Background: an optimization exercise with open tools, aiming at small area and a short achievable clock period. Do not read the settings as production practice. At most, simulation tests tie the RTL to the original design; equivalence was not proved. No functional check of the RTL was part of runs 4 to 8. Power is estimated from default activity; no workload was simulated.

==> flow/design.v <==
package dynode_pkg;
   typedef logic [12-1:0] sample_t;      
   typedef logic [8-1:0]    raw_t;         
   typedef logic [24-1:0]   evtime_t;      
   typedef logic [12-1:0] energy_t;      
   typedef logic [16-1:0]   fifo_word_t;
   typedef logic [4-1:0]   link_word_t;
   typedef enum logic [1:0] {
      MODE_ENERGY      = 2'd0,    
      MODE_RAW         = 2'd1,    
      MODE_BLCOR       = 2'd2,    
      MODE_BLCOR_SHORT = 2'd3     
   } readout_mode_t;
   typedef enum logic [2:0] {
      FS_IDLE,
      FS_PREAMBLE,
      FS_NWORDS,
      FS_MASK,
      FS_DATA
   } frame_state_t;
   typedef enum logic [2:0] {
      AL_SETTLE,                  
      AL_CHECK,                   
      AL_SLIP,                    
      AL_WAIT,                    
      AL_HALT                     
   } align_state_t;
   typedef struct packed {
      logic    evt_strobe;        
      evtime_t evt_time;
      logic    ene_load;          
      energy_t energy;
   } event_in_t;
endpackage
`timescale 1ns/1ns
module dynode_readout_top (
   input  logic                clk,
   input  logic                rst,
   input  logic                evt_strobe,
   input  dynode_pkg::evtime_t             evt_time,
   input  logic                ene_load,
   input  dynode_pkg::energy_t             energy,
   input  dynode_pkg::raw_t                raw_sample,
   input  dynode_pkg::sample_t             blcor_sample,
   input  logic                trigger,
   input  logic [1:0]          data_mode,
   input  logic [1:0]          channel_select,
   input  logic [4-1:0]   data_delay_len,
   input  logic                fifo_ren,
   input  dynode_pkg::link_word_t          link_word,
   output logic [8-1:0]  mcu_trigger,
   output logic [12-1:0] event_whole,
   output logic [12-1:0]  event_frac,
   output dynode_pkg::fifo_word_t          fifo_rdata,
   output logic                fifo_not_empty,
   output logic                fifo_nearly_full,
   output logic                bitslip,
   output logic                link_aligned,
   output logic [15:0]         bitslip_count
);
   logic [7:0]  ev_whole_q;
   logic        frame_load;
   logic [11:0] latched_energy;
   always_ff @(posedge clk) begin
      if (rst) begin
         mcu_trigger <= 8'hFF;
         frame_load  <= 1'b0;
      end else begin
         if (!evt_strobe)
            mcu_trigger <= 8'hFF;
         else if (&evt_time[11:6])
            mcu_trigger <= 8'hF8;
         else
            mcu_trigger <= evt_time[11:4];
         frame_load <= ene_load | trigger;
      end
   end
   always_ff @(posedge clk) begin
      ev_whole_q <= evt_time[19:12];
      event_frac <= evt_time[11:0];
   end
   assign event_whole = {4'b0, ev_whole_q};
   always_ff @(posedge clk)
      if (ene_load)
         latched_energy <= energy;
   logic [11:0] blcor_q [15];
   logic [11:0] head_q  [4];
   logic [11:0] prog_q  [16];
   logic [11:0] delayed_sample;
   always_ff @(posedge clk) begin
      blcor_q[0] <= blcor_sample;
      for (int i = 1; i < 15; i++)
         blcor_q[i] <= blcor_q[i-1];
      if (data_mode == 2'd1)
         head_q[0] <= {4'b0, raw_sample};
      else
         head_q[0] <= blcor_q[14];
      for (int i = 1; i < 4; i++)
         head_q[i] <= head_q[i-1];
      prog_q[0] <= head_q[3];
      for (int i = 1; i < 16; i++)
         prog_q[i] <= prog_q[i-1];
      delayed_sample <= prog_q[data_delay_len];
   end
   localparam logic [2:0] FS_IDLE = 3'd0, FS_PREAMBLE = 3'd1, FS_NWORDS = 3'd2,
                          FS_MASK = 3'd3, FS_DATA = 3'd4;
   logic [2:0]  fstate;
   logic [5:0]  words_left;
   logic [5:0]  nwords;
   logic        fifo_wen;
   logic [12:0] fifo_wdata;
   always_comb begin
      case (data_mode)
         2'd0:    nwords = 6'd1;
         2'd3:    nwords = 6'd17;
         default: nwords = 6'd33;
      endcase
   end
   always_ff @(posedge clk) begin
      if (rst) begin
         fstate     <= FS_IDLE;
         fifo_wen   <= 1'b0;
         words_left <= '0;
      end else begin
         case (fstate)
            FS_IDLE: begin
               fifo_wen   <= 1'b0;
               words_left <= nwords;
               if (frame_load)
                  fstate <= FS_PREAMBLE;
            end
            FS_PREAMBLE: begin
               fifo_wen <= 1'b1;
               fstate   <= FS_NWORDS;
            end
            FS_NWORDS: begin
               fifo_wen <= 1'b1;
               fstate   <= FS_MASK;
            end
            FS_MASK: begin
               fifo_wen <= 1'b1;
               fstate   <= FS_DATA;
            end
            FS_DATA: begin
               fifo_wen   <= 1'b1;
               words_left <= words_left - 6'd1;
               if (words_left == 6'd1)
                  fstate <= FS_IDLE;
            end
            default: begin
               fifo_wen <= 1'b0;
               fstate   <= FS_IDLE;
            end
         endcase
      end
   end
   always_ff @(posedge clk) begin
      case (fstate)
         FS_PREAMBLE: fifo_wdata <= 13'h15A5;
         FS_NWORDS:   fifo_wdata <= {7'b0, nwords};
         FS_MASK:     fifo_wdata <= {9'b0, 4'b0001 << channel_select};
         FS_DATA:     fifo_wdata <= {1'b0, (words_left == 6'd1) ? latched_energy : delayed_sample};
         default:     fifo_wdata <= fifo_wdata;
      endcase
   end
   logic [12:0] mem [64];
   logic [5:0]  wr_ptr;
   logic [5:0]  rd_nxt;                           
   logic [6:0]  count;
   logic        full_q, le1_q;
   logic [12:0] head_word;
   logic        do_wr, do_rd;
   logic [6:0]  cnt_a;
   assign do_wr = fifo_wen & ~full_q;
   assign do_rd = fifo_ren & fifo_not_empty;
   assign cnt_a = count + {6'b0, do_wr};
   always_ff @(posedge clk)
      if (do_wr)
         mem[wr_ptr] <= fifo_wdata;
   always_ff @(posedge clk) begin
      if (rst) begin
         wr_ptr           <= '0;
         rd_nxt           <= 6'd1;
         count            <= '0;
         fifo_not_empty   <= 1'b0;
         fifo_nearly_full <= 1'b0;
         full_q           <= 1'b0;
         le1_q            <= 1'b1;
      end else begin
         if (do_wr)
            wr_ptr <= wr_ptr + 6'd1;
         if (do_rd) begin
            rd_nxt           <= rd_nxt + 6'd1;
            count            <= cnt_a - 7'd1;
            fifo_not_empty   <= cnt_a >= 7'd2;
            fifo_nearly_full <= cnt_a >= 7'd57;
            full_q           <= 1'b0;
            le1_q            <= cnt_a <= 7'd2;
         end else begin
            count            <= cnt_a;
            fifo_not_empty   <= cnt_a >= 7'd1;
            fifo_nearly_full <= cnt_a >= 7'd56;
            full_q           <= cnt_a == 7'd64;
            le1_q            <= cnt_a <= 7'd1;
         end
      end
   end
   always_ff @(posedge clk)
      if (fifo_ren | ~fifo_not_empty)
         head_word <= le1_q ? fifo_wdata : mem[rd_nxt];
   assign fifo_rdata = {head_word[12], 1'b0, head_word[12], 1'b0, head_word[11:0]};
   localparam logic [2:0] AL_SETTLE = 3'd0, AL_CHECK = 3'd1, AL_SLIP = 3'd2,
                          AL_WAIT = 3'd3, AL_HALT = 3'd4;
   logic [2:0] astate;
   logic [3:0] cyc_cnt;
   always_ff @(posedge clk) begin
      if (rst) begin
         astate  <= AL_SETTLE;
         cyc_cnt <= '0;
      end else begin
         case (astate)
            AL_SETTLE: begin
               cyc_cnt <= cyc_cnt + 4'd1;
               if (cyc_cnt == 4'd7) begin
                  cyc_cnt <= '0;
                  astate  <= AL_CHECK;
               end
            end
            AL_CHECK:
               astate <= link_word[3] ? AL_HALT : AL_SLIP;
            AL_SLIP: begin
               cyc_cnt <= '0;
               astate  <= AL_WAIT;
            end
            AL_WAIT: begin
               cyc_cnt <= cyc_cnt + 4'd1;
               if (cyc_cnt == 4'd4) begin
                  cyc_cnt <= '0;
                  astate  <= AL_CHECK;
               end
            end
            AL_HALT: begin
               cyc_cnt <= '0;
               if (!link_word[3])
                  astate <= AL_SETTLE;
            end
            default: begin
               cyc_cnt <= '0;
               astate  <= AL_SETTLE;
            end
         endcase
      end
   end
   always_ff @(posedge clk) begin
      if (rst) begin
         bitslip       <= 1'b0;
         link_aligned  <= 1'b0;
         bitslip_count <= '0;
      end else begin
         bitslip      <= (astate == AL_SLIP);
         link_aligned <= (astate == AL_HALT);
         if (bitslip)
            bitslip_count <= bitslip_count + 16'd1;
      end
   end
endmodule
==> flow/run.sh <==
#!/bin/bash
# synth_recipe.tcl (not shown) runs the flow's synth.tcl, then flattens the netlist and writes it again
# the make line also repeats each setting of config.mk as NAME=value (left out here)
make -C /OpenROAD-flow-scripts/flow DESIGN_CONFIG=/design/flow/config.mk WORK_HOME=/design/flow/orfs CLKGATE_MAP_FILE= SYNTH_SCRIPT=/design/flow/synth_recipe.tcl finish
==> flow/config.mk <==
export PLATFORM = sky130hd
export DESIGN_NAME = dynode_readout_top
export DESIGN_NICKNAME = dynode_readout_top
export VERILOG_FILES = /design/flow/design.v
export SDC_FILE = /design/flow/constraint.sdc
export NUM_CORES = 4
export LEC_CHECK = 0
export CAP_MARGIN = 20
export CORE_MARGIN = 2
export CORE_UTILIZATION = 40
export SETUP_SLACK_MARGIN = 3.8
export SLEW_MARGIN = 20
==> flow/constraint.sdc <==
create_clock -name core_clock -period 6.0 [get_ports {clk}]
set_input_delay 1.2000 -clock core_clock [delete_from_list [all_inputs] [get_ports {clk}]]
set_output_delay 1.2000 -clock core_clock [all_outputs]
set_load 0.01 [all_outputs]
==> results of run 1 <==
-- power by group through the flow --
stage	Combinational [mW]	Sequential [mW]	Clock, mW
after floorplan	1.29	11.1	0
after global placement	1.97	11.1	0
after detailed placement	2.02	11.1	0
after CTS	2.49	10.9	9.06
after global routing	2.72	10.9	9.47
final	2.56	10.9	8.90
-- cell usage in the layout (no fill, tap or decap), types with 37 or more instances in the layout --
master / netlist / routed
a21oi_1: 42 / 42
clkbuf_16: 0 / 150
mux2i_1: 72 / 50
dfxtp_1: 525 / 489
nor2_1: 154 / 116
clkdlybuf4s50_1: 0 / 61
nand2_1: 101 / 87
buf_4: 21 / 121
buf_6: 5 / 37
edfxtp_1: 870 / 870
mux4_2: 196 / 196
mux2_2: 70 / 59
-- per-layer routing --
layer / vias up / track usage / routed length [um]
li1: 10866 / - / -
met2: 826 / 0.3033 / 55460
met5: - / 0 / 0
met3: 190 / 0.03157 / 6613
met1: 12879 / 0.2417 / 46120
met4: 0 / 0.06017 / 3065
-- final cells by class --
| class | count | share of cell area |
|---|---|---|
| diodes | 2 | 0.00008555 |
| flip-flops and latches | 1395 | 0.6274 |
| multi-input cells | 1078 | 0.1972 |
| clock buffers | 187 | 0.06724 |
| well taps | 1600 | 0.03422 |
| inverters | 24 | 0.001668 |
| repair buffers | 305 | 0.05742 |
| clock inverters | 73 | 0.01478 |
-- stage by stage --
step	worst slack (ps)	util	total power [mW]	instances	instance area [sq um]
after detailed placement	2211	0.4328	13.11	4303	51240
after floorplan	3506	-	12.36	2639	48120
after global placement	2243	0.4326	13.04	4303	51210
after global routing	3306	0.4941	23.07	4663	58500
after CTS	3302	0.4887	22.40	4631	57870
final	3367	0.4941	22.31	4664	58500
-- how the worst min path moves through the flow --
stage / start / end / slack [ps] / cells after the start
5_1_grt: blcor_q[2][8] / blcor_q[3][8] / 300 / 0
3_3_place_gp: blcor_q[8][8] / blcor_q[9][8] / 310 / 0
4_1_cts: blcor_q[2][8] / blcor_q[3][8] / 290 / 0
6_report: blcor_q[2][8] / blcor_q[3][8] / 290 / 0
2_1_floorplan: blcor_q[9][0] / blcor_q[10][0] / 310 / 0
3_5_place_dp: blcor_q[9][10] / blcor_q[10][10] / 310 / 0
-- flip-flops by register name, indices dropped and copies added, names as in the netlist, 4 cells and up, named ones only --
signal          cells
blcor_q           180
head_q             48
event_frac         12
latched_energy     12
head_word          13
ev_whole_q          8
rd_nxt              6
delayed_sample     12
words_left          6
prog_q            192
cyc_cnt             4
fifo_wdata         13
mcu_trigger         8
mem               832
bitslip_count      16
count               7
wr_ptr              6
-- cell families after synthesis --
kind of cell,synth area share
other cells,0.00007834
fa+ha+maj,0.003921
simple gates,0.03957
flops,0.7653
compound gates,0.04420
mux,0.1237
buf+inv,0.01662
xor+xnor,0.006586
-- what timing repair did --
action                                  in CTS  in global routing
gates resized for setup                    507                 70
endpoints found under the setup margin     623                578
pin swaps                                   25                 20
gates cloned                                16                  3
setup buffers                               52                 28
==> impl_metrics.tcl, run 1 <==
set metrics [dict create \
    port_buffers 128 \
    critical-path-max-stage-delay_ps 480 \
    drc_errors 0 \
    syn_inst 2634 \
    holdBufCountCts 0 \
    drt_iter0_markers 2473 \
    power.internal_mw 16.94 \
    clock_path_buffers 3 \
    dieArea_sq_um 122500 \
    postRouteWirelength_um 111300 \
    switchingPower_mw 5.376 \
    cts_tree "yes" \
    grt_pass1_vias 25117 \
    cap_violations 0 \
    multi_input_area_sq_um 11540 \
    cts_root_buffer "clkbuf_16" \
    switching_share 0.2409 \
    htreeDepth 4 \
    grt_pass1_wl_um 164100 \
    seq_power_share 0.487 \
    worstMarginPinSlew_ps 920.6 \
    irDropWorstVdd_v 0.0003067 \
    dp_hpwl_um 62130 \
    antenna_left 0 \
    r2r_slack_ps 3550 \
    netlist_area_sq_um 47870 \
    synth_seq_cells 1395 \
    drive_above_1_share 0.3024 \
    reg2reg_to "head_word[7]" \
    critPathRequiredTime_ps 4800 \
    synth-seq-area-share 0.7653 \
    fillers 9562 \
    rsz0062_at_grt "yes" \
    worstSetupPathDepth 1 \
    r2r_cells 7 \
    synth_top_cell_area_share 0.5457 \
    path_buf_inv 1 \
    wl_per_cell_um 23.85 \
    crit_end "fifo_rdata[15]" \
    yosysMostFrequentCell "edfxtp_1" \
    overflow 0 \
    slew_headroom 0.3863 \
    syn_area_per_cell_sq_um 18.17 \
    syn_to_final_growth_pct 22.21 \
    outcome "no timing/DRC/antenna violations" \
    core_sq_um 118400 \
    drv_slew 0 \
    critPathLaunch "head_word[12]" \
    synth_commonest_cells "edfxtp_1 (870), dfxtp_1 (525), mux4_2 (196)" \
    synth-async-reset-ratio 0 \
    regArea_sq_um 36710 \
    power.share.clock 0.399 \
    grt_usage 0.1818 \
    ys_types 64 \
    antenna_found_initial 4 \
    path_clk_slew_ps 60 \
    fin_skew_ps 40.68 \
    arrival_ps 1430 \
    dieHeight_um 349.9 \
    crit_type "reg2out" \
    rows 126 \
    cp-end-kind "output pin" \
    firstDrtPassIters 7 \
    clock_latency_ps 780 \
    cts_num_sinks 1395 \
    p_leak_nw 19.91 \
    yosys.area.top_type "edfxtp_1" \
    fmax_mhz 379.8 \
    route.vias.total 24761 \
    io_pins 142 \
    via_per_inst 5.309 \
    grt_max_degree 66 \
    tns_ps 0 \
    setup_viol 0 \
    die_w_um 349.9 \
    final.min_clock_period_ps 2633 \
    yosys_warnings 4 \
    timing.hold.ws_ps 286.6 \
    startpoint_type "flop" \
    synth_edf_count 870 \
    cp_max_fo 2 \
    numCtsBuffers 143 \
    fin_crit_sh 0.4389 \
    cp_slowest_cell "edfxtp_1" \
    finalHoldViolations 0 \
    power_density_nw_per_um2 381.4 \
    synthTopCellsByArea "edfxtp_1 (55%), dfxtp_1 (22%), mux4_2 (9.2%)" \
    nets 3036 \
    place_congestion 0.8506 \
    cp_top_family "flip-flops" \
    p_comb_frac 0.115 \
    initial_core_util 0.4043 \
    crit_chain "buf_2" \
    hp-class "reg2reg" \
    yosys_most_used_dff "edfxtp_1" \
]
==> run 2, diff against run 1 <==
--- a/flow/config.mk
+++ b/flow/config.mk
@@ -5,6 +5,7 @@
 export SDC_FILE = /design/flow/constraint.sdc
 export NUM_CORES = 4
 export LEC_CHECK = 0
+export ABC_CLOCK_PERIOD_IN_PS = 2200
 export CAP_MARGIN = 20
 export CORE_MARGIN = 2
 export CORE_UTILIZATION = 40
==> run 2 against run 1 <==
Combinational power barely moved; total power stayed put; global-route usage is the same; area after synthesis unchanged; sequential share of layout area unchanged; largest cell class unchanged; highest routed layer unchanged.
==> impl_metrics.tcl, run 2 <==
set metrics [dict create \
    outcome "no timing/DRC/antenna violations" \
    drc_errors 0 \
    top_regs "mem (832), prog_q (192), blcor_q (180)" \
    fin_skew_ps 40.68 \
    htreeDepth 4 \
    grt_pass1_wl_um 164100 \
    arrival_ps 1430 \
    synth-async-reset-ratio 0 \
    synth-seq-area-share 0.7653 \
    dieArea_sq_um 122500 \
    irDropWorstVdd_v 0.0003067 \
    path_buf_inv 1 \
    dp_cells 4303 \
    antenna_left 0 \
    clock_latency_ps 780 \
    crit_type "reg2out" \
    startpoint_type "flop" \
    drv_slew 0 \
    rows 126 \
    cp_max_fo 2 \
    slew_headroom 0.3863 \
    stdcell_count 4664 \
    yosys.area.top_type "edfxtp_1" \
    yosys_warnings 4 \
    layout_commonest_cell "edfxtp_1" \
    yosys_most_used_dff "edfxtp_1" \
    rsz0062_at_grt "yes" \
    cp_top_family "flip-flops" \
    initial_core_util 0.4043 \
    via_per_inst 5.309 \
    critPathRequiredTime_ps 4800 \
    io_pins 142 \
    route.vias.total 24761 \
    met1Wirelength_um 46120 \
    path_clk_slew_ps 60 \
    fin_total_pwr_mw 22.31 \
    met2_wirelength_um 55460 \
    synth_edf_count 870 \
    final.min_clock_period_ps 2633 \
    drt_iter0_markers 2473 \
    stdcell_area_sq_um 58500 \
    p_leak_nw 19.91 \
    largest_reg_flops 832 \
    dp_hpwl_um 62130 \
    top_layer_used "met4" \
    die_w_um 349.9 \
    yosysMostFrequentCell "edfxtp_1" \
    antenna_found_initial 4 \
    synth_commonest_cells "edfxtp_1 (870), dfxtp_1 (525), mux4_2 (196)" \
    core_sq_um 118400 \
    finalHoldViolations 0 \
    grt_usage 0.1818 \
    worstMarginPinSlew_ps 920.6 \
    cap_violations 0 \
    postRouteWirelength_um 111300 \
    tns_ps 0 \
    syn_inst 2634 \
    netlist_area_sq_um 47870 \
    ys_types 64 \
    syn_to_final_growth_pct 22.21 \
    nets 3036 \
    grt_max_degree 66 \
    drive_above_1_share 0.3024 \
    power_density_nw_per_um2 381.4 \
    top_register "mem" \
    fmax_mhz 379.8 \
    cp-end-kind "output pin" \
    firstDrtPassIters 7 \
    syn_area_per_cell_sq_um 18.17 \
    critical-path-max-stage-delay_ps 480 \
    grt_pass1_vias 25117 \
    met3_length_um 6613 \
    cp_slowest_cell "edfxtp_1" \
    wl_per_cell_um 23.85 \
    cts_num_sinks 1395 \
    cts_tree "yes" \
    clock_path_buffers 3 \
    port_buffers 128 \
    cts_root_buffer "clkbuf_16" \
    synth_seq_cells 1395 \
    setup_viol 0 \
    holdBufCountCts 0 \
    synthTopCellsByArea "edfxtp_1 (55%), dfxtp_1 (22%), mux4_2 (9.2%)" \
    hp-class "reg2reg" \
    overflow 0 \
    crit_chain "buf_2" \
    numCtsBuffers 143 \
    mostFrequentLayoutCells "edfxtp_1 (870), dfxtp_1 (489), mux4_2 (196)" \
    dieHeight_um 349.9 \
    post_dp_cell_area_sq_um 51240 \
    fin_crit_sh 0.4389 \
    synth_top_cell_area_share 0.5457 \
    place_congestion 0.8506 \
]
## run 2: layout make-up
type | instances | area [sq um]
well taps | 1600 | 2002
diodes | 2 | 5.005
flip-flops and latches | 1395 | 36710
repair buffers | 305 | 3359
fillers | 9562 | 59890
clock buffers | 187 | 3934
clock inverters | 73 | 864.6
inverters | 24 | 97.59
multi-input cells | 1078 | 11540
## run 2: repair_timing
item / in CTS / in global routing
pin swaps: 25 / 20
setup buffers: 52 / 28
endpoints found under the setup margin: 623 / 578
gates cloned: 16 / 3
gates resized for setup: 507 / 70
## run 2: worst paths after layout
kind | to | slack, ps | depth (start not counted) | from
setup / recovery | fifo_rdata[15] | 3370 | 1 | head_word[12]
hold / removal | blcor_q[3][8] | 290 | 0 | blcor_q[2][8]
setup reg to reg | head_word[7] | 3550 | 7 | flop
hold reg to reg | blcor_q[3][8] | 290 | 0 | blcor_q[2][8]
## run 2: cell families (layout without fill, tap and decap cells)
group | after synthesis | count (layout) | share of synthesized area
fa+ha+maj | 15 | 15 | 0.003921
simple gates | 404 | 404 | 0.03957
xor+xnor | 36 | 36 | 0.006586
mux | 338 | 338 | 0.1237
buf+inv | 166 | 589 | 0.01662
compound gates | 279 | 279 | 0.04420
other cells | 1 | 8 | 0.00007834
flops | 1395 | 1395 | 0.7653
## run 2: report_power, final
group,internal (mW),switching (mW)
clock network,5.13,3.77
logic,1.16,1.40
registers,10.6,0.207
## run 2: per-layer routing
layer | GRT usage | vias to the layer above
li1 | - | 10866
met1 | 0.2417 | 12879
met2 | 0.3033 | 826
met3 | 0.03157 | 190
met4 | 0.06017 | 0
met5 | 0 | -
## run 2: worst reg2reg max path, delay by kind of cell, from the launching register on
kind	cells	cell delay, ps
muxes	2	760
buffers and inverters	2	480
DFF	1	360
AOI/OAI and AO/OA	2	310
and+or+nand+nor	1	250
## run 2: through the flow
stage	worst slack [ps]	hold WS, ps	util
final	3367	286.6	0.4941
after global routing	3306	296.9	0.4941
after CTS	3302	286.1	0.4887
after detailed placement	2211	312.1	0.4328
after global placement	2243	309.7	0.4326
after floorplan	3506	309.6	-
==> run 3, diff against run 2 <==
--- a/flow/config.mk
+++ b/flow/config.mk
@@ -5,9 +5,7 @@
 export SDC_FILE = /design/flow/constraint.sdc
 export NUM_CORES = 4
 export LEC_CHECK = 0
-export ABC_CLOCK_PERIOD_IN_PS = 2200
 export CAP_MARGIN = 20
 export CORE_MARGIN = 2
 export CORE_UTILIZATION = 40
-export SETUP_SLACK_MARGIN = 3.8
 export SLEW_MARGIN = 20
==> run 3 against run 2 <==
Via count is 3.6% lower; non-clock buffer count is 100 lower; combinational power is 22% lower; area after synthesis stayed put; worst hold slack better by 11 ps; sequential power hardly changed; total power is 3.2% lower; maximum frequency is 24% lower; global-route usage is 1.3 points lower; first-iteration DRC count is 15% lower; clock skew hardly changed; critical path type is now in2reg; largest cell class unchanged; largest power group unchanged.
==> impl_metrics.tcl, run 3 <==
set metrics [dict create \
    grt_usage 0.1685 \
    fin_total_pwr_mw 21.59 \
    yosys_warnings 4 \
    drive_above_1_share 0.2010 \
    syn_inst 2634 \
    synth_seq_cells 1395 \
    io_pins 142 \
    cap_violations 0 \
    clock_path_buffers 3 \
    drt_iter0_markers 2110 \
    path_buf_inv 1 \
    synth_edf_count 870 \
    fmax_mhz 289.8 \
    netlist_area_sq_um 47870 \
    outcome "no timing/DRC/antenna violations" \
    tns_ps 0 \
    rsz0062_at_grt "no" \
    critPathRequiredTime_ps 6580 \
    holdBufCountCts 0 \
    final.min_clock_period_ps 3451 \
    synthTopCellsByArea "edfxtp_1 (55%), dfxtp_1 (22%), mux4_2 (9.2%)" \
    cts_resized 0 \
    hp-class "reg2reg" \
    fillers 9788 \
    synth_commonest_cells "edfxtp_1 (870), dfxtp_1 (525), mux4_2 (196)" \
    port_buffers 128 \
    dieArea_sq_um 122500 \
    syn_to_final_growth_pct 16.61 \
    grt_pass1_wl_um 154200 \
    die_w_um 349.9 \
    cp_slowest_cell "clkdlybuf4s50_1" \
    dp_cells 4302 \
    wl_per_cell_um 22.43 \
    synth-async-reset-ratio 0 \
    drv_slew 0 \
    yosys_most_used_dff "edfxtp_1" \
    firstDrtPassIters 5 \
    cp_top_family "simple AND/OR/NAND/NOR gates" \
    path_clk_slew_ps 60 \
    crit_type "in2reg" \
    yosys.area.top_type "edfxtp_1" \
    arrival_ps 4030 \
    finalHoldViolations 0 \
    antenna_left 0 \
    fin_crit_sh 0.5751 \
    grt_max_degree 66 \
    antenna_found_initial 0 \
    clock_latency_ps 770 \
    top_regs "mem (832), prog_q (192), blcor_q (180)" \
    htreeDepth 4 \
    initial_core_util 0.4043 \
    grt_pass1_vias 24543 \
    core_sq_um 118400 \
    cp_max_fo 26 \
    stdcell_count 4561 \
    mostFrequentLayoutCells "edfxtp_1 (870), dfxtp_1 (522), mux4_2 (196)" \
    slew_headroom 0.3230 \
    worstMarginPinSlew_ps 1013 \
    top_register "mem" \
    cts_tree "yes" \
    drc_errors 0 \
    yosysMostFrequentCell "edfxtp_1" \
    irDropWorstVdd_v 0.0002609 \
    cpMostUsedCell "nor2_1" \
    setup_viol 0 \
    dieHeight_um 349.9 \
    synth_top_cell_area_share 0.5457 \
    layout_commonest_cell "edfxtp_1" \
    crit_chain "clkdlybuf4s50_1 -> nor2_1 -> nand2_1 -> nor2_1 -> a41oi_1" \
    cts_num_sinks 1395 \
    post-cts-setup-buffers 0 \
    route.vias.total 23859 \
    postRouteWirelength_um 102300 \
    dp_hpwl_um 61220 \
    overflow 0 \
    largest_reg_flops 832 \
    startpoint_type "input pin" \
    cts_root_buffer "clkbuf_16" \
    critical-path-max-stage-delay_ps 930 \
    place_congestion 0.8353 \
    power_density_nw_per_um2 386.7 \
    syn_area_per_cell_sq_um 18.17 \
    nets 2934 \
    p_leak_nw 18.67 \
    cp-end-kind "flop" \
    via_per_inst 5.231 \
    numCtsBuffers 141 \
    ys_types 64 \
    synth-seq-area-share 0.7653 \
    fin_skew_ps 41.17 \
    rows 126 \
]
==> run 3: per-stage QoR <==
stage	hold slack, ps	instance area, sq um	worst slack [ps]	util
detailed placement	312.1	51150	1948	0.4320
finish	297.1	55820	2549	0.4715
floorplan	309.6	47890	3405	-
global placement	309.6	51120	1912	0.4318
CTS	302.0	55810	2569	0.4714
global route	299.8	55820	2426	0.4715
==> run 3: cell families after synthesis <==
kind of cell / synth area share
xor+xnor: 0.006586
compound gates: 0.04420
simple gates: 0.03957
mux: 0.1237
other cells: 0.00007834
buf+inv: 0.01662
flops: 0.7653
fa+ha+maj: 0.003921
==> run 3: path summary, 6_finish.rpt <==
kind | start | end | slack, ps | cells after the start
setup / recovery | data_delay_len[3] | delayed_sample[7] | 2550 | 5
hold / removal | blcor_q[4][7] | blcor_q[5][7] | 300 | 0
setup reg to reg | flop | head_word[2] | 2650 | 6
hold reg to reg | blcor_q[4][7] | blcor_q[5][7] | 300 | 0
==> run 3: cell type report <==
| type | count | area, sq um | share of cell area |
|---|---|---|---|
| Sequential cell | 1395 | 36650 | 0.6565 |
| Multi-Input combinational cell | 1078 | 10520 | 0.1885 |
| Clock buffer | 202 | 3953 | 0.07081 |
| Tap cell | 1600 | 2002 | 0.03586 |
| Timing Repair Buffer | 205 | 1899 | 0.03402 |
| Clock inverter | 56 | 709.4 | 0.01271 |
| Inverter | 24 | 90.09 | 0.001614 |
| Antenna cell | 1 | 2.502 | 0.00004483 |
==> run 3: worst register-to-register path, stage by stage (launching register included) <==
cell and delay, ps:
dfxtp_4 800, buf_4 590, mux4_2 600, mux2i_1 380, a221oi_1 230, nand2_1 280, o211ai_1 180
==> run 3: power breakdown <==
part           switching [mW]  internal (mW)
clock network            3.68           5.04
logic                    1.12          0.863
registers               0.238           10.6
==> run 3: layer usage <==
layer | share of wire | vias to the layer above | wire length [um] | track usage
met1 | 0.43 | 12357 | 43890 | 0.2221
met3 | 0.054 | 178 | 5489 | 0.03099
met5 | 0 | - | 0 | 0
met2 | 0.49 | 679 | 50310 | 0.2805
met4 | 0.026 | 0 | 2631 | 0.05850
li1 | - | 10645 | - | -
==> run 4, diff against run 3 <==
--- a/flow/design.v
+++ b/flow/design.v
@@ -165,7 +165,9 @@
    end
    logic [12:0] mem [64];
    logic [5:0]  wr_ptr;
-   logic [5:0]  rd_nxt;                           
+   logic [7:0]  rd_hi, rd_lo;                     
+   logic [63:0] rd_sel;
+   logic [12:0] rd_word;
    logic [6:0]  count;
    logic        full_q, le1_q;
    logic [12:0] head_word;
@@ -180,7 +182,8 @@
    always_ff @(posedge clk) begin
       if (rst) begin
          wr_ptr           <= '0;
-         rd_nxt           <= 6'd1;
+         rd_hi            <= 8'b0000_0001;
+         rd_lo            <= 8'b0000_0010;
          count            <= '0;
          fifo_not_empty   <= 1'b0;
          fifo_nearly_full <= 1'b0;
@@ -190,7 +193,9 @@
          if (do_wr)
             wr_ptr <= wr_ptr + 6'd1;
          if (do_rd) begin
-            rd_nxt           <= rd_nxt + 6'd1;
+            rd_lo            <= {rd_lo[6:0], rd_lo[7]};
+            if (rd_lo[7])
+               rd_hi         <= {rd_hi[6:0], rd_hi[7]};
             count            <= cnt_a - 7'd1;
             fifo_not_empty   <= cnt_a >= 7'd2;
             fifo_nearly_full <= cnt_a >= 7'd57;
@@ -205,9 +210,18 @@
          end
       end
    end
+   always_comb begin
+      rd_word = '0;
+      for (int i = 0; i < 64; i++) begin
+         rd_sel[i] = rd_hi[i/8] & rd_lo[i%8];
+         rd_word   = rd_word | ({13{rd_sel[i]}} & mem[i]);
+      end
+   end
+   logic        head_ld;
+   assign head_ld = fifo_ren | ~fifo_not_empty;
    always_ff @(posedge clk)
-      if (fifo_ren | ~fifo_not_empty)
-         head_word <= le1_q ? fifo_wdata : mem[rd_nxt];
+      head_word <= ({13{head_ld}} & (le1_q ? fifo_wdata : rd_word)) |
+                   ({13{~head_ld}} & head_word);
    assign fifo_rdata = {head_word[12], 1'b0, head_word[12], 1'b0, head_word[11:0]};
    localparam logic [2:0] AL_SETTLE = 3'd0, AL_CHECK = 3'd1, AL_SLIP = 3'd2,
                           AL_WAIT = 3'd3, AL_HALT = 3'd4;
@@ -259,8 +273,7 @@
       end else begin
          bitslip      <= (astate == AL_SLIP);
          link_aligned <= (astate == AL_HALT);
-         if (bitslip)
-            bitslip_count <= bitslip_count + 16'd1;
+         bitslip_count <= bitslip_count + {15'd0, bitslip};
       end
    end
 endmodule
--- a/flow/config.mk
+++ b/flow/config.mk
@@ -7,5 +7,6 @@
 export LEC_CHECK = 0
 export CAP_MARGIN = 20
 export CORE_MARGIN = 2
-export CORE_UTILIZATION = 40
+export CORE_UTILIZATION = 65
+export SETUP_SLACK_MARGIN = 3.8
 export SLEW_MARGIN = 20
==> run 4 against run 3 <==
Flip-flop and latch count grew 4; combinational power shrank about 20%; largest cell class unchanged; worst hold slack gained 23 ps; routed wire length grew 52%; sequential power is essentially flat; largest power group unchanged; clock power grew 1%; clock-buffer cell count shrank 22; maximum frequency grew 33%; synthesized cell count grew 14%; first-iteration DRC count grew to 2.9 times the previous value.
==> impl_metrics.tcl, run 4 <==
set metrics [dict create \
    fmax_mhz 384.2 \
    numCtsBuffers 138 \
    die_w_um 272.0 \
    arrival_ps 3060 \
    power_density_nw_per_um2 369.5 \
    fin_crit_sh 0.4339 \
    cts_num_sinks 1399 \
    core_sq_um 71360 \
    initial_core_util 0.6543 \
    path_clk_slew_ps 60 \
    dp_slack_ps 2270 \
    utilization 0.8065 \
    clock_latency_ps 740 \
    min_from "blcor_q[7][10]" \
    fin_skew_ps 22.57 \
    ys_types 75 \
    dieHeight_um 272.0 \
    io_pins 142 \
    antenna_found_initial 6 \
    synth_edf_count 870 \
    rows 98 \
    netlist_area_sq_um 46690 \
    synth-seq-area-share 0.7863 \
    clock_path_buffers 3 \
    r2r_slack_ps 3400 \
    layout_commonest_cell "edfxtp_1" \
    dieArea_sq_um 73990 \
    synth_seq_cells 1399 \
    synth_commonest_cells "edfxtp_1 (870), dfxtp_1 (529), a22oi_1 (271)" \
    min_path_cells 0 \
    htreeDepth 4 \
    irDropWorstVdd_v 0.0003070 \
    syn_to_final_growth_pct 23.26 \
    grt_pass1_wl_um 214500 \
    slew_headroom 0.3631 \
    yosys_most_used_dff "edfxtp_1" \
    syn_area_per_cell_sq_um 15.56 \
    top_regs "mem (832), prog_q (192), blcor_q (180)" \
    grt_max_degree 66 \
    largest_reg_flops 832 \
    critPathRequiredTime_ps 6460 \
    yosys.area.top_type "edfxtp_1" \
    nets 3466 \
    outcome "no timing/DRC/antenna violations" \
    drive_above_1_share 0.2440 \
    synth-async-reset-ratio 0 \
    critPathLaunch "rd_hi[2]" \
    yosysMostFrequentCell "edfxtp_1" \
    cts_tree "yes" \
    startpoint_type "flop" \
    stdcell_area_sq_um 57550 \
    yosys_warnings 4 \
    route.vias.total 31411 \
    fin_ws_ps 3397 \
    cp-end-kind "flop" \
    port_buffers 128 \
    drv_slew 0 \
    syn_inst 3000 \
    grt_pass1_vias 29917 \
    finalHoldViolations 0 \
    rsz0062_at_grt "yes" \
    drc_errors 0 \
    p_leak_nw 19.67 \
    tns_ps 0 \
    synthTopCellsByArea "edfxtp_1 (56%), dfxtp_1 (23%), a22oi_1 (4.4%)" \
    drt_iter0_markers 6176 \
    overflow 0 \
    antenna_left 0 \
    synth_top_cell_area_share 0.5595 \
    setup_viol 0 \
    post_dp_cell_area_sq_um 49390 \
    crit_chain "buf_4 -> buf_8 -> a22oi_1 -> a21oi_1 -> a311oi_2 -> nand4_1 -> a2111oi_4 -> a32oi_2" \
    wl_per_cell_um 35.03 \
    final.min_clock_period_ps 2603 \
    r2r_cells 8 \
    top_register "mem" \
    place_congestion 0.9581 \
    r2r-start "rd_hi[2]" \
    hp-class "reg2reg" \
    via_per_inst 7.073 \
    cp_max_fo 18 \
    cts_root_buffer "clkbuf_16" \
    cp_slowest_cell "a2111oi_4" \
    grt_usage 0.4157 \
    postRouteWirelength_um 155600 \
    firstDrtPassIters 12 \
    cap_violations 0 \
    critical-path-max-stage-delay_ps 470 \
    mostFrequentLayoutCells "edfxtp_1 (870), dfxtp_1 (470), a22oi_1 (254)" \
    dp_hpwl_um 81470 \
    worstMarginPinSlew_ps 955.4 \
    holdBufCountCts 0 \
    crit_type "reg2reg" \
]
run 4: changes by cell type in the layout (fill, tap and decap cells not counted), moves of 58 or more:
| cell | delta |
|---|---|
| mux2_2 | -58 |
| a222oi_1 | +63 |
| clkdlybuf4s50_1 | -65 |
| buf_4 | +120 |
| mux4_2 | -196 |
| buf_6 | +63 |
| a22oi_1 | +228 |
| nand3_1 | +87 |
run 4: worst max-delay path, delay by kind of cell, from the launching register on:
kind,cells,cell delay [ps]
flip-flops,1,410
AND/OR/NAND/NOR,1,380
AO/OA/AOI/OAI,5,1120
buffers and inverters,2,390
run 4: what timing repair did:
action,4_1_cts,5_1_grt
gates resized for setup,559,114
endpoints found under the setup margin,926,487
gates cloned,14,2
pin swaps,77,49
setup buffers,125,39
run 4: layout make-up:
cell class | instances | area (sq um)
antenna | 4 | 10.01
clock buffer | 180 | 3899
clock inverter | 70 | 782.0
fill | 3701 | 13810
inverter | 37 | 207.7
multi-input combinational | 1381 | 10150
sequential | 1399 | 36830
tap | 950 | 1189
timing repair buffer | 420 | 4486
run 4: path summary, 6_finish.rpt:
check,to
setup / recovery,flop
hold / removal,blcor_q[8][10]
hold reg to reg,blcor_q[8][10]
setup reg to reg,flop
run 4: where the power goes:
part / leakage [nW] / switching (mW) / internal [mW]
Sequential: 12.2 / 0.194 / 10.7
Clock: 2.31 / 3.65 / 5.17
Combinational: 5.12 / 1.03 / 0.560
run 4: logic make-up (layout without fill, tap and decap cells):
family                   after synthesis  after routing  synth area share
other                                  1             10        0.00008031
AND/OR/NAND/NOR                      558            558           0.05756
flip-flops                          1399           1399            0.7863
adder cells (fa/ha/maj)               15             15          0.004020
XOR/XNOR                              28             28          0.005252
buffers and inverters                225            707           0.02248
AO/OA/AOI/OAI                        729            729            0.1143
multiplexers                          45             45          0.009995
run 4: layer usage:
layer	track usage	share of wire	vias to the layer above	wire length (um)
met5	0	0.0020	-	311
met4	0.2066	0.062	18	9600
met3	0.1888	0.18	672	28480
met2	0.5869	0.42	2973	65250
met1	0.5487	0.33	15266	51920
li1	-	-	12482	-
run 4: metrics by stage:
stage	std cells	power [mW]	hold WS, ps
CTS	4396	21.13	317.2
detailed placement	4007	12.42	312.1
floorplan	3005	11.78	309.6
global placement	4007	12.36	309.7
finish	4441	21.27	319.7
global route	4437	21.77	324.1
==> run 5, diff against run 4 <==
--- a/flow/config.mk
+++ b/flow/config.mk
@@ -7,6 +7,6 @@
 export LEC_CHECK = 0
 export CAP_MARGIN = 20
 export CORE_MARGIN = 2
-export CORE_UTILIZATION = 65
+export CORE_UTILIZATION = 40
 export SETUP_SLACK_MARGIN = 3.8
 export SLEW_MARGIN = 20
==> run 5 against run 4 <==
Final cell count grew 14%; area after synthesis unchanged; still clean; highest routed layer unchanged; combinational power about the same; first-iteration DRC count fell by 13%; synthesized cell count unchanged; largest cell class unchanged; sequential power barely moved; via count shrank 2.4%.
==> impl_metrics.tcl, run 5 <==
set metrics [dict create \
    mostFrequentLayoutCells "edfxtp_1 (870), dfxtp_1 (480), a22oi_1 (246)" \
    fin_crit_sh 0.4221 \
    ys_types 75 \
    drc_errors 0 \
    port_buffers 128 \
    grt_pass1_wl_um 219500 \
    r2r_cells 7 \
    dieHeight_um 345.7 \
    hp-class "reg2reg" \
    io_pins 142 \
    route.vias.total 30662 \
    firstDrtPassIters 7 \
    r2r-start "rd_hi[0]" \
    crit_type "reg2out" \
    stdcell_count 5060 \
    power_density_nw_per_um2 360.6 \
    clock_latency_ps 780 \
    synth_commonest_cells "edfxtp_1 (870), dfxtp_1 (529), a22oi_1 (271)" \
    syn_area_per_cell_sq_um 15.56 \
    nets 3509 \
    synth_edf_count 870 \
    antenna_left 0 \
    crit_chain "buf_2" \
    grt_usage 0.2595 \
    yosys.area.top_type "edfxtp_1" \
    grt_pass1_vias 28968 \
    timing.hold.ws_ps 296.4 \
    min_from "blcor_q[2][0]" \
    startpoint_type "flop" \
    layout_commonest_cell "edfxtp_1" \
    place_congestion 0.9188 \
    cts_tree "yes" \
    yosysMostFrequentCell "edfxtp_1" \
    synth-async-reset-ratio 0 \
    netlist_area_sq_um 46690 \
    htreeDepth 4 \
    cts_num_sinks 1399 \
    drive_above_1_share 0.2495 \
    syn_to_final_growth_pct 25.83 \
    largest_reg_flops 832 \
    synth_seq_cells 1399 \
    top_register "mem" \
    hold_end "blcor_q[3][0]" \
    core_sq_um 116000 \
    postRouteWirelength_um 159700 \
    cp_max_fo 1 \
    clock_path_buffers 3 \
    rows 125 \
    cap_violations 0 \
    critPathRequiredTime_ps 4800 \
    min_path_cells 0 \
    die_w_um 345.7 \
    outcome "no timing/DRC/antenna violations" \
    cp-end-kind "output pin" \
    fin_skew_ps 47.16 \
    drv_slew 0 \
    syn_inst 3000 \
    path_clk_slew_ps 60 \
    worstSetupPathDepth 1 \
    yosys_most_used_dff "edfxtp_1" \
    arrival_ps 1330 \
    yosys_warnings 4 \
    path_buf_inv 1 \
    dieArea_sq_um 119500 \
    cp_top_family "flip-flops" \
    overflow 0 \
    grt_max_degree 71 \
    slew_headroom 0.3972 \
    tns_ps 0 \
    r2r_slack_ps 3550 \
    synth-seq-area-share 0.7863 \
    cp_slowest_cell "edfxtp_1" \
    irDropWorstVdd_v 0.0002643 \
    p_leak_nw 19.82 \
    dp_cells 4592 \
    worstMarginPinSlew_ps 904.3 \
    dp_hpwl_um 87180 \
    top_regs "mem (832), prog_q (192), blcor_q (180)" \
    numCtsBuffers 144 \
    antenna_found_initial 5 \
    via_per_inst 6.060 \
    cts_root_buffer "clkbuf_16" \
    critical-path-max-stage-delay_ps 420 \
    final.min_clock_period_ps 2532 \
    synthTopCellsByArea "edfxtp_1 (56%), dfxtp_1 (23%), a22oi_1 (4.4%)" \
    synth_top_cell_area_share 0.5595 \
    finalHoldViolations 0 \
    setup_viol 0 \
    wl_per_cell_um 31.55 \
    initial_core_util 0.4024 \
    rsz0062_at_grt "yes" \
    drt_iter0_markers 5382 \
    fmax_mhz 394.9 \
    utilization 0.5063 \
]
[run 5: metal layers]
layer | share of wire | global-route usage | vias to the layer above
met1 | 0.36 | 0.3364 | 15279
met2 | 0.43 | 0.3803 | 2246
met5 | 0.0016 | 0 | -
met4 | 0.064 | 0.1431 | 6
li1 | - | - | 12572
met3 | 0.14 | 0.09128 | 559
[run 5: power breakdown]
part	leakage [nW]	switching, mW	internal, mW
sequential	12.3	0.189	10.7
clock	2.25	3.84	4.90
combinational	5.33	1.02	0.564
[run 5: repair_timing]
item / CTS / global route
resized for setup: 643 / 88
pin swaps: 94 / 66
hold buffers: 0 / 0
endpoints found under the setup margin: 934 / 377
buffers inserted: 157 / 35
gates cloned: 11 / 3
[run 5: area by class of cell]
type / instances / area (sq um)
Clock buffer: 194 / 3904
Sequential cell: 1399 / 36840
Tap cell: 1524 / 1907
Antenna cell: 1 / 2.502
Fill cell: 9532 / 57300
Timing Repair Buffer: 457 / 4843
Inverter: 37 / 224.0
Clock inverter: 67 / 729.5
Multi-Input combinational cell: 1381 / 10300
[run 5: worst max-delay path by stage]
stage / start / endpoint / slack [ps]
CTS: flop / fifo_rdata[7] / 3380
floorplan: wr_ptr[1] / mem[39][0] / 3350
global route: flop / fifo_rdata[7] / 3390
finish: flop / fifo_rdata[7] / 3470
global placement: data_delay_len[2] / delayed_sample[10] / 2280
detailed placement: data_delay_len[3] / delayed_sample[4] / 2220
[run 5: logic make-up (layout without fill, tap and decap cells)]
kind of cell	count (synthesis)	after routing	share of synthesized area
AO/OA/AOI/OAI	729	729	0.1143
XOR/XNOR	28	28	0.005252
other	1	7	0.00008031
multiplexers	45	45	0.009995
AND/OR/NAND/NOR	558	558	0.05756
flip-flops	1399	1399	0.7863
buffers and inverters	225	755	0.02248
adder cells (fa/ha/maj)	15	15	0.004020
[run 5: stage by stage]
step	area [sq um]	setup slack [ps]	total power, mW
floorplan	47040	3348	11.78
global placement	50180	2276	12.43
detailed placement	50200	2224	12.45
CTS	57990	3382	21.20
global route	58750	3386	21.77
finish	58750	3468	21.19
==> run 6, diff against run 5 <==
--- a/flow/config.mk
+++ b/flow/config.mk
@@ -8,5 +8,7 @@
 export CAP_MARGIN = 20
 export CORE_MARGIN = 2
 export CORE_UTILIZATION = 40
+export CTS_CLUSTER_DIAMETER = 60
+export CTS_CLUSTER_SIZE = 30
 export SETUP_SLACK_MARGIN = 3.8
 export SLEW_MARGIN = 20
==> run 6 against run 5 <==
Still clean; highest routed layer unchanged; die area stayed put; non-clock buffer count is 14 higher; largest cell class unchanged; combinational power hardly changed; clock-buffer cell count is 85 lower; area after synthesis stayed put; register-to-register slack worse by 50 ps.
==> impl_metrics.tcl, run 6 <==
set metrics [dict create \
    ys_types 75 \
    path_buf_inv 7 \
    final.min_clock_period_ps 2502 \
    grt_pass1_wl_um 216900 \
    yosys_most_used_dff "edfxtp_1" \
    netlist_area_sq_um 46690 \
    slew_headroom 0.4072 \
    cp_max_fo 6 \
    outcome "no timing/DRC/antenna violations" \
    grt_max_degree 71 \
    drc_errors 0 \
    irDropWorstVdd_v 0.0002651 \
    power_density_nw_per_um2 343.9 \
    grt_usage 0.2553 \
    via_per_inst 6.084 \
    layout_commonest_cell "edfxtp_1" \
    firstDrtPassIters 9 \
    fin_total_pwr_mw 19.94 \
    setup_viol 0 \
    clock_latency_ps 740 \
    syn_area_per_cell_sq_um 15.56 \
    rows 125 \
    arrival_ps 2950 \
    cts_root_buffer "clkbuf_16" \
    drt_iter0_markers 5378 \
    dp_hpwl_um 87180 \
    io_pins 142 \
    synthTopCellsByArea "edfxtp_1 (56%), dfxtp_1 (23%), a22oi_1 (4.4%)" \
    nets 3480 \
    dieArea_sq_um 119500 \
    overflow 0 \
    die_w_um 345.7 \
    dieHeight_um 345.7 \
    worstMarginPinSlew_ps 889.2 \
    fin_crit_sh 0.4170 \
    initial_core_util 0.4024 \
    yosys_warnings 4 \
    port_buffers 128 \
    grt_pass1_vias 28306 \
    cpMostUsedCell "buf_12" \
    yosys.area.top_type "edfxtp_1" \
    fmax_mhz 399.7 \
    syn_inst 3000 \
    htreeDepth 3 \
    hp-class "reg2reg" \
    tns_ps 0 \
    numCtsBuffers 101 \
    cap_violations 0 \
    core_sq_um 116000 \
    place_congestion 0.9188 \
    startpoint_type "flop" \
    antenna_found_initial 6 \
    synth_top_cell_area_share 0.5595 \
    wl_per_cell_um 31.57 \
    synth-async-reset-ratio 0 \
    cp_slowest_cell "o32a_1" \
    route.vias.total 30442 \
    top_regs "mem (832), prog_q (192), blcor_q (180)" \
    clock_path_buffers 3 \
    cts_tree "yes" \
    synth_seq_cells 1399 \
    postRouteWirelength_um 158000 \
    finalHoldViolations 0 \
    crit_type "reg2reg" \
    drv_slew 0 \
    crit_chain "buf_16 -> buf_4 -> buf_12 -> inv_16 -> buf_12 -> buf_12 -> buf_12 -> a21oi_1 -> nor2_1 -> o21ai_0 -> o32a_1" \
    cts_num_sinks 1399 \
    critical-path-max-stage-delay_ps 490 \
    synth-seq-area-share 0.7863 \
    rsz0062_at_grt "yes" \
    largest_reg_flops 832 \
    synth_commonest_cells "edfxtp_1 (870), dfxtp_1 (529), a22oi_1 (271)" \
    yosysMostFrequentCell "edfxtp_1" \
    critPathRequiredTime_ps 6450 \
    antenna_left 0 \
    drive_above_1_share 0.2511 \
    synth_edf_count 870 \
    path_clk_slew_ps 90 \
    p_leak_nw 19.48 \
    syn_to_final_growth_pct 24.21 \
    cp_top_family "compound AO/OA/AOI/OAI gates" \
    mostFrequentLayoutCells "edfxtp_1 (870), dfxtp_1 (478), a22oi_1 (257)" \
    cp-end-kind "flop" \
    top_register "mem" \
    fin_skew_ps 55.62 \
]
run 6: cell types whose count changed in the layout (fill, tap and decap cells not counted), sizes merged:
cell,delta
buf,+15
clkbuf,-83
inv,+35
bufbuf,-4
clkdlybuf4s18,+1
clkinv,-22
diode,+2
bufinv,-2
clkinvlp,+2
run 6: stage by stage:
step | instance area [sq um] | setup slack (ps) | util | hold WS, ps | cells
2_1_floorplan | 47040 | 3348 | - | 309.6 | 3005
3_3_place_gp | 50180 | 2276 | 0.4324 | 309.7 | 4592
3_5_place_dp | 50200 | 2224 | 0.4326 | 312.1 | 4592
4_1_cts | 56960 | 3405 | 0.4909 | 308.9 | 4945
5_1_grt | 57990 | 3424 | 0.4997 | 314.5 | 5001
6_report | 58000 | 3498 | 0.4998 | 310.6 | 5004
run 6: worst paths after layout:
path                 from  cells after the start      endpoint  slack [ps]
max              rd_hi[4]                     11          flop        3500
min          head_q[3][7]                      0  prog_q[0][7]         310
max reg2reg      rd_hi[4]                     11          flop        3500
min reg2reg  head_q[3][7]                      0  prog_q[0][7]         310
run 6: timing repair:
action / CTS / global route
pin swaps: 100 / 71
gates resized for setup: 602 / 114
cloned: 8 / 3
setup buffers: 156 / 53
endpoints found under the hold margin: 0 / 0
setup endpoints to repair: 930 / 435
hold buffers: 0 / 0
run 6: worst reg2reg max path, delay by kind of cell, from the launching register on:
kind / cells / cell delay (ps)
buffers and inverters: 7 / 870
AOI/OAI and AO/OA: 3 / 850
DFF: 1 / 370
and+or+nand+nor: 1 / 110
run 6: cell families (layout without fill, tap and decap cells):
logic type / count (synthesis) / count (layout) / share of synthesized area
simple gates: 558 / 558 / 0.05756
flops: 1399 / 1399 / 0.7863
buf+inv: 225 / 697 / 0.02248
mux: 45 / 45 / 0.009995
compound gates: 729 / 729 / 0.1143
other cells: 1 / 9 / 0.00008031
fa+ha+maj: 15 / 15 / 0.004020
xor+xnor: 28 / 28 / 0.005252
run 6: cell type report:
type	instances	area, sq um
Tap cell	1524	1907
Multi-Input combinational cell	1381	10290
Sequential cell	1399	36830
Timing Repair Buffer	471	5025
Clock buffer	109	2557
Fill cell	9627	58050
Antenna cell	3	7.507
Clock inverter	80	1180
Inverter	37	203.9
run 6: layer usage:
| layer | GRT usage | vias to the layer above | wire length, um |
|---|---|---|---|
| li1 | - | 12504 | - |
| met3 | 0.08611 | 484 | 22580 |
| met5 | 0 | - | 96 |
| met2 | 0.3783 | 2211 | 68450 |
| met4 | 0.1268 | 6 | 9335 |
| met1 | 0.3353 | 15237 | 57520 |
run 6: report_power, final:
| group | switching (mW) | internal [mW] |
|---|---|---|
| Clock | 3.95 | 3.59 |
| Combinational | 1.01 | 0.552 |
| Sequential | 0.201 | 10.6 |
==> run 7, diff against run 6 <==
--- a/flow/design.v
+++ b/flow/design.v
@@ -159,43 +159,48 @@
          FS_PREAMBLE: fifo_wdata <= 13'h15A5;
          FS_NWORDS:   fifo_wdata <= {7'b0, nwords};
          FS_MASK:     fifo_wdata <= {9'b0, 4'b0001 << channel_select};
-         FS_DATA:     fifo_wdata <= {1'b0, (words_left == 6'd1) ? latched_energy : delayed_sample};
-         default:     fifo_wdata <= fifo_wdata;
+         default:     fifo_wdata <= {1'b0, (words_left == 6'd1) ? latched_energy : delayed_sample};
       endcase
    end
-   logic [12:0] mem [64];
-   logic [5:0]  wr_ptr;
+   logic [12:0] mem [63];
+   logic [5:0]  wr_ptr;                          
    logic [7:0]  rd_hi, rd_lo;                     
-   logic [63:0] rd_sel;
    logic [12:0] rd_word;
-   logic [6:0]  count;
+   logic [6:0]  count;                           
    logic        full_q, le1_q;
    logic [12:0] head_word;
-   logic        do_wr, do_rd;
+   logic        do_wr, do_rd, head_ld, rd_wrap;
    logic [6:0]  cnt_a;
-   assign do_wr = fifo_wen & ~full_q;
-   assign do_rd = fifo_ren & fifo_not_empty;
-   assign cnt_a = count + {6'b0, do_wr};
+   assign do_wr   = fifo_wen & ~full_q;
+   assign do_rd   = fifo_ren & fifo_not_empty;
+   assign cnt_a   = count + {6'b0, do_wr};
+   assign head_ld = fifo_ren | ~fifo_not_empty;
+   assign rd_wrap = rd_hi[7] & rd_lo[6];          
    always_ff @(posedge clk)
-      if (do_wr)
-         mem[wr_ptr] <= fifo_wdata;
+      for (int i = 0; i < 63; i++)
+         if (do_wr && wr_ptr == 6'(i))
+            mem[i] <= fifo_wdata;
    always_ff @(posedge clk) begin
       if (rst) begin
          wr_ptr           <= '0;
          rd_hi            <= 8'b0000_0001;
-         rd_lo            <= 8'b0000_0010;
+         rd_lo            <= 8'b0000_0001;
          count            <= '0;
          fifo_not_empty   <= 1'b0;
          fifo_nearly_full <= 1'b0;
          full_q           <= 1'b0;
          le1_q            <= 1'b1;
       end else begin
-         if (do_wr)
-            wr_ptr <= wr_ptr + 6'd1;
+         if (do_wr && !(le1_q && head_ld))
+            wr_ptr <= (wr_ptr == 6'd62) ? 6'd0 : wr_ptr + 6'd1;
+         if (fifo_ren && !le1_q) begin
+            rd_lo <= rd_wrap ? 8'b0000_0001 : {rd_lo[6:0], rd_lo[7]};
+            if (rd_wrap)
+               rd_hi <= 8'b0000_0001;
+            else if (rd_lo[7])
+               rd_hi <= {rd_hi[6:0], rd_hi[7]};
+         end
          if (do_rd) begin
-            rd_lo            <= {rd_lo[6:0], rd_lo[7]};
-            if (rd_lo[7])
-               rd_hi         <= {rd_hi[6:0], rd_hi[7]};
             count            <= cnt_a - 7'd1;
             fifo_not_empty   <= cnt_a >= 7'd2;
             fifo_nearly_full <= cnt_a >= 7'd57;
@@ -212,16 +217,12 @@
    end
    always_comb begin
       rd_word = '0;
-      for (int i = 0; i < 64; i++) begin
-         rd_sel[i] = rd_hi[i/8] & rd_lo[i%8];
-         rd_word   = rd_word | ({13{rd_sel[i]}} & mem[i]);
-      end
-   end
-   logic        head_ld;
-   assign head_ld = fifo_ren | ~fifo_not_empty;
+      for (int i = 0; i < 63; i++)
+         rd_word = rd_word | ({13{rd_hi[i/8] & rd_lo[i%8]}} & mem[i]);
+   end
    always_ff @(posedge clk)
-      head_word <= ({13{head_ld}} & (le1_q ? fifo_wdata : rd_word)) |
-                   ({13{~head_ld}} & head_word);
+      if (head_ld)
+         head_word <= le1_q ? fifo_wdata : rd_word;
    assign fifo_rdata = {head_word[12], 1'b0, head_word[12], 1'b0, head_word[11:0]};
    localparam logic [2:0] AL_SETTLE = 3'd0, AL_CHECK = 3'd1, AL_SLIP = 3'd2,
                           AL_WAIT = 3'd3, AL_HALT = 3'd4;
--- a/flow/config.mk
+++ b/flow/config.mk
@@ -8,7 +8,5 @@
 export CAP_MARGIN = 20
 export CORE_MARGIN = 2
 export CORE_UTILIZATION = 40
-export CTS_CLUSTER_DIAMETER = 60
-export CTS_CLUSTER_SIZE = 30
-export SETUP_SLACK_MARGIN = 3.8
+export SETUP_SLACK_MARGIN = 3.6
 export SLEW_MARGIN = 20
==> run 7 against run 6 <==
Utilization down 0.50 points; design area down 2.2%; clock power up 14%; largest cell class unchanged; flip-flop and latch count down 13; routed wire length down 0.84%; sequential share of layout area up 0.51 points; via count down 0.85%; still clean on timing, DRC and antenna; maximum frequency down 6.4%.
==> impl_metrics.tcl, run 7 <==
set metrics [dict create \
    grt_max_degree 65 \
    cts_root_buffer "clkbuf_16" \
    core_sq_um 114700 \
    multi_input_area_sq_um 9827 \
    final.min_clock_period_ps 2674 \
    dieHeight_um 344.6 \
    fin_skew_ps 42.52 \
    clock_latency_ps 780 \
    irDropWorstVdd_v 0.0002980 \
    syn_to_final_growth_pct 22.21 \
    drt_iter0_markers 4843 \
    firstDrtPassIters 6 \
    rsz0062_at_grt "yes" \
    cts_tree "yes" \
    cp_slowest_cell "edfxtp_1" \
    dieArea_sq_um 118800 \
    critPathRequiredTime_ps 4800 \
    synth_commonest_cells "edfxtp_1 (844), dfxtp_1 (542), a22oi_1 (279)" \
    p_leak_nw 19.27 \
    synth_edf_count 844 \
    overflow 0 \
    synth-seq-area-share 0.7798 \
    port_buffers 128 \
    met3_length_um 20790 \
    finalHoldViolations 0 \
    clock_path_buffers 3 \
    grt_pass1_wl_um 214300 \
    timing.hold.ws_ps 320.4 \
    setup_viol 0 \
    critical-path-max-stage-delay_ps 510 \
    yosysMostFrequentCell "edfxtp_1" \
    cp_max_fo 2 \
    largest_reg_flops 819 \
    postRouteWirelength_um 156700 \
    numCtsBuffers 141 \
    crit_type "reg2out" \
    cp-end-kind "output pin" \
    io_pins 142 \
    min_path_cells 0 \
    grt_pass1_vias 28443 \
    met2_wirelength_um 68430 \
    drv_slew 0 \
    holdBufCountCts 0 \
    yosys.area.top_type "edfxtp_1" \
    r2r_cells 6 \
    outcome "no timing/DRC/antenna violations" \
    rows 124 \
    syn_inst 3013 \
    startpoint_type "flop" \
    nets 3436 \
    layout_commonest_cell "edfxtp_1" \
    cap_violations 0 \
    netlist_area_sq_um 46420 \
    slew_headroom 0.3340 \
    place_congestion 0.9398 \
    syn_area_per_cell_sq_um 15.41 \
    htreeDepth 4 \
    fin_crit_sh 0.4456 \
    crit_chain "buf_2" \
    arrival_ps 1470 \
    via_per_inst 6.071 \
    yosys_most_used_dff "edfxtp_1" \
    top_layer_used "met5" \
    fillers 9558 \
    wl_per_cell_um 31.51 \
    tns_ps 0 \
    synth_top_cell_area_share 0.5460 \
    mostFrequentLayoutCells "edfxtp_1 (844), dfxtp_1 (484), a22oi_1 (271)" \
    top_regs "mem (819), prog_q (192), blcor_q (180)" \
    ys_types 77 \
    drive_above_1_share 0.2155 \
    regArea_sq_um 36310 \
    cp_top_family "flip-flops" \
    initial_core_util 0.4048 \
    path_clk_slew_ps 60 \
    antenna_left 0 \
    worstMarginPinSlew_ps 999.1 \
    yosys_warnings 5 \
    antenna_found_initial 8 \
    synth_seq_cells 1386 \
    power_density_nw_per_um2 382.7 \
    dp_hpwl_um 84840 \
    grt_usage 0.2581 \
    met1Wirelength_um 57180 \
    r2r_slack_ps 3460 \
    synthTopCellsByArea "edfxtp_1 (55%), dfxtp_1 (23%), a22oi_1 (4.5%)" \
    synth-async-reset-ratio 0 \
    path_buf_inv 1 \
    route.vias.total 30184 \
    drc_errors 0 \
    top_register "mem" \
    cts_num_sinks 1386 \
    fmax_mhz 374.0 \
    hp-class "reg2reg" \
    worstSetupPathDepth 1 \
    die_w_um 344.6 \
]
## run 7: layer usage
layer / vias up / GRT usage
met1: 15132 / 0.3348
met3: 516 / 0.07707
li1: 12356 / -
met5: - / 0
met2: 2170 / 0.3848
met4: 10 / 0.1501
## run 7: repair_timing
action | in CTS | in global routing
endpoints found under the setup margin | 448 | 372
buffers inserted | 80 | 27
pin swaps | 26 | 46
gates resized for setup | 450 | 109
cloned | 12 | 6
## run 7: cell families (layout without fill, tap and decap cells)
kind of cell / Yosys count / count (layout) / share of synthesized area
XOR/XNOR: 25 / 25 / 0.004717
adder cells (fa/ha/maj): 18 / 18 / 0.004852
multiplexers: 51 / 51 / 0.01294
other: 1 / 9 / 0.00008079
buffers and inverters: 237 / 676 / 0.02469
AO/OA/AOI/OAI: 706 / 706 / 0.1101
flip-flops: 1386 / 1386 / 0.7798
AND/OR/NAND/NOR: 589 / 589 / 0.06281
## run 7: final timing paths
kind | from | endpoint
worst min register to register | head_q[3][10] | prog_q[0][10]
worst min-delay path | head_q[3][10] | prog_q[0][10]
worst max register to register | rd_hi[6] | head_word[11]
worst max-delay path | head_word[12] | fifo_rdata[15]
## run 7: stage by stage
step                      area [sq um]  cells    util  power (mW)  setup WS [ps]
after floorplan                  46470   3018       -       12.11           3578
after global placement           49670   4587  0.4332       13.02           2215
after detailed placement         49670   4587  0.4332       13.05           2254
after CTS                        55830   4935  0.4870       21.64           3219
after global routing             56720   4969  0.4947       22.32           3299
final                            56730   4972  0.4948       21.71           3326
## run 7: cell type report
class                      count  area share
inverter                      46    0.003639
clock buffer                 185     0.06873
sequential                  1386      0.6401
timing repair buffer         373     0.06937
antenna                        3   0.0001323
clock inverter                71     0.01134
timing repair inverter         1  0.00008823
multi-input combinational   1395      0.1732
tap                         1512     0.03335
## run 7: report_power, final
group | internal [mW] | switching [mW] | total, mW | leakage (nW)
clock network | 4.77 | 3.81 | 8.58 | 2.23
registers | 10.8 | 0.203 | 11.0 | 12.2
logic | 0.647 | 1.44 | 2.09 | 4.79
total | 16.3 | 5.45 | 21.7 | 19.3
==> run 8, diff against run 7 <==
--- a/flow/config.mk
+++ b/flow/config.mk
@@ -8,5 +8,8 @@
 export CAP_MARGIN = 20
 export CORE_MARGIN = 2
 export CORE_UTILIZATION = 40
-export SETUP_SLACK_MARGIN = 3.6
+export CTS_CLUSTER_DIAMETER = 60
+export CTS_CLUSTER_SIZE = 30
+export SETUP_SLACK_MARGIN = 3.5
 export SLEW_MARGIN = 20
+export TNS_END_PERCENT = 20
==> run 8 against run 7 <==
Still clean; non-clock buffer count decreased by 97; worst hold slack worse by 2.7 ps; critical path type is now reg2reg; die area unchanged; routed wire length is 8.1% lower; final cell count fell by 3.7%; clock skew rose by 33 ps.
==> impl_metrics.tcl, run 8 <==
set metrics [dict create \
    fin_skew_ps 75.94 \
    holdBufCountCts 0 \
    synth_edf_count 844 \
    cts_num_sinks 1386 \
    place_congestion 0.8932 \
    clock_latency_ps 740 \
    reg2reg_to "head_word[3]" \
    num_antenna_cells 0 \
    top_regs "mem (819), prog_q (192), blcor_q (180)" \
    core_sq_um 114700 \
    mostFrequentLayoutCells "edfxtp_1 (844), dfxtp_1 (501), a22oi_1 (279)" \
    nets 3290 \
    synthTopCellsByArea "edfxtp_1 (55%), dfxtp_1 (23%), a22oi_1 (4.5%)" \
    clock_path_buffers 3 \
    cp-end-kind "flop" \
    utilization 0.4701 \
    synth_commonest_cells "edfxtp_1 (844), dfxtp_1 (542), a22oi_1 (279)" \
    fin_crit_sh 0.4703 \
    largest_reg_flops 819 \
    drive_above_1_share 0.1464 \
    cp_max_fo 13 \
    rows 124 \
    r2r_cells 5 \
    netlist_area_sq_um 46420 \
    tns_ps 0 \
    drv_slew 0 \
    worstMarginPinSlew_ps 1043 \
    arrival_ps 3240 \
    outcome "no timing/DRC/antenna violations" \
    synth-seq-area-share 0.7798 \
    antenna_found_initial 6 \
    fillers 9800 \
    r2r-start "rd_lo[2]" \
    cts_tree "yes" \
    grt_usage 0.2394 \
    synth_top_cell_area_share 0.5460 \
    critPathLaunch "rd_lo[2]" \
    yosys.area.top_type "edfxtp_1" \
    antenna_left 0 \
    numCtsBuffers 93 \
    htreeDepth 3 \
    path_clk_slew_ps 80 \
    crit_type "reg2reg" \
    layout_commonest_cell "edfxtp_1" \
    p_leak_nw 18.16 \
    drc_errors 0 \
    dp_slack_ps 1985 \
    syn_to_final_growth_pct 16.11 \
    die_w_um 344.6 \
    yosys_most_used_dff "edfxtp_1" \
    grt_max_degree 70 \
    postRouteWirelength_um 144000 \
    dieHeight_um 344.6 \
    via_per_inst 6.043 \
    drt_iter0_markers 4556 \
    setup_viol 0 \
    yosysMostFrequentCell "edfxtp_1" \
    fmax_mhz 354.4 \
    hp-class "reg2reg" \
    power_density_nw_per_um2 370.9 \
    syn_area_per_cell_sq_um 15.41 \
    timing.hold.ws_ps 317.7 \
    final.min_clock_period_ps 2822 \
    io_pins 142 \
    ys_types 77 \
    overflow 0 \
    rsz0062_at_grt "yes" \
    initial_core_util 0.4048 \
    finalHoldViolations 0 \
    dieArea_sq_um 118800 \
    grt_pass1_vias 26852 \
    cap_violations 0 \
    wl_per_cell_um 30.07 \
    startpoint_type "flop" \
    grt_pass1_wl_um 201700 \
    fin_ws_ps 3178 \
    r2r_slack_ps 3180 \
    slew_headroom 0.3049 \
    dp_hpwl_um 85030 \
    top_register "mem" \
    critPathRequiredTime_ps 6420 \
    crit_end "head_word[3]" \
    yosys_warnings 5 \
    port_buffers 128 \
    firstDrtPassIters 7 \
    cts_root_buffer "clkbuf_16" \
    synth_seq_cells 1386 \
    irDropWorstVdd_v 0.0002867 \
    route.vias.total 28946 \
    synth-async-reset-ratio 0 \
    syn_inst 3013 \
]
-- run 8: cell counts after synthesis --
No cell type changed its count.
-- run 8: how the worst min path moves through the flow --
stage | from | endpoint | slack (ps) | depth (start not counted)
final | blcor_q[1][4] | blcor_q[2][4] | 320 | 0
after global routing | blcor_q[1][4] | blcor_q[2][4] | 300 | 0
after CTS | blcor_q[8][11] | blcor_q[9][11] | 310 | 0
after detailed placement | blcor_q[12][10] | blcor_q[13][10] | 310 | 0
after global placement | blcor_q[0][1] | blcor_q[1][1] | 310 | 0
after floorplan | blcor_q[9][0] | blcor_q[10][0] | 310 | 0
-- run 8: cell families after synthesis --
logic type / count (synthesis) / synth area share
DFF: 1386 / 0.7798
AOI/OAI and AO/OA: 706 / 0.1101
and+or+nand+nor: 589 / 0.06281
buffers and inverters: 237 / 0.02469
muxes: 51 / 0.01294
xor gates and xnor gates: 25 / 0.004717
adders and majority gates: 18 / 0.004852
other: 1 / 0.00008079
-- run 8: critical path: stages, from the launching register on --
cell	delay, ps
dfxtp_4	440
inv_1	630
o22ai_1	290
nor4_4	530
nand2_1	270
o32a_1	370
-- run 8: layer usage --
layer / wire (um) / part of all wire / up-vias / global-route usage
met5: 46 / 0.00032 / - / 0
met3: 17620 / 0.12 / 349 / 0.04914
met2: 63970 / 0.44 / 2022 / 0.3659
met4: 7058 / 0.049 / 8 / 0.1096
met1: 55330 / 0.38 / 14513 / 0.3294
li1: - / - / 12054 / -
-- run 8: metrics by stage --
stage          power (mW)  std cells  instance area, sq um
6_report            19.99       4790                 53900
5_1_grt             20.55       4790                 53900
4_1_cts             20.05       4788                 53790
3_5_place_dp        13.03       4592                 49660
3_3_place_gp        13.00       4592                 49650
2_1_floorplan       12.11       3018                 46440
-- run 8: what timing repair did --
action / CTS / global route
setup buffers: 20 / 2
hold endpoints to repair: 0 / 0
gates cloned: 1 / 0
resized for setup: 201 / 36
pin swaps: 10 / 0
setup endpoints to repair: 365 / 216
-- run 8: power breakdown --
part	total, mW	switching [mW]	internal, mW
Sequential	11.0	0.192	10.8
Combinational	1.88	1.34	0.535
Clock	7.10	3.81	3.30
-- run 8: cell type report --
| cell class | count | area, sq um | area share |
|---|---|---|---|
| flip-flops and latches | 1386 | 36280 | 0.6731 |
| multi-input cells | 1395 | 9447 | 0.1753 |
| repair buffers | 276 | 2620 | 0.04861 |
| clock buffers | 101 | 2420 | 0.04490 |
| well taps | 1512 | 1892 | 0.03510 |
| clock inverters | 74 | 1047 | 0.01943 |
| inverters | 46 | 193.9 | 0.003598 |

Setup slack of run 8, layout unchanged: 3.178 ns with ideal ports, 3.178 ns with driving cells assumed (clock clkbuf_16, inputs buf_2), 2.687 ns with port delays also shifted by the 0.772 ns mid clock arrival.
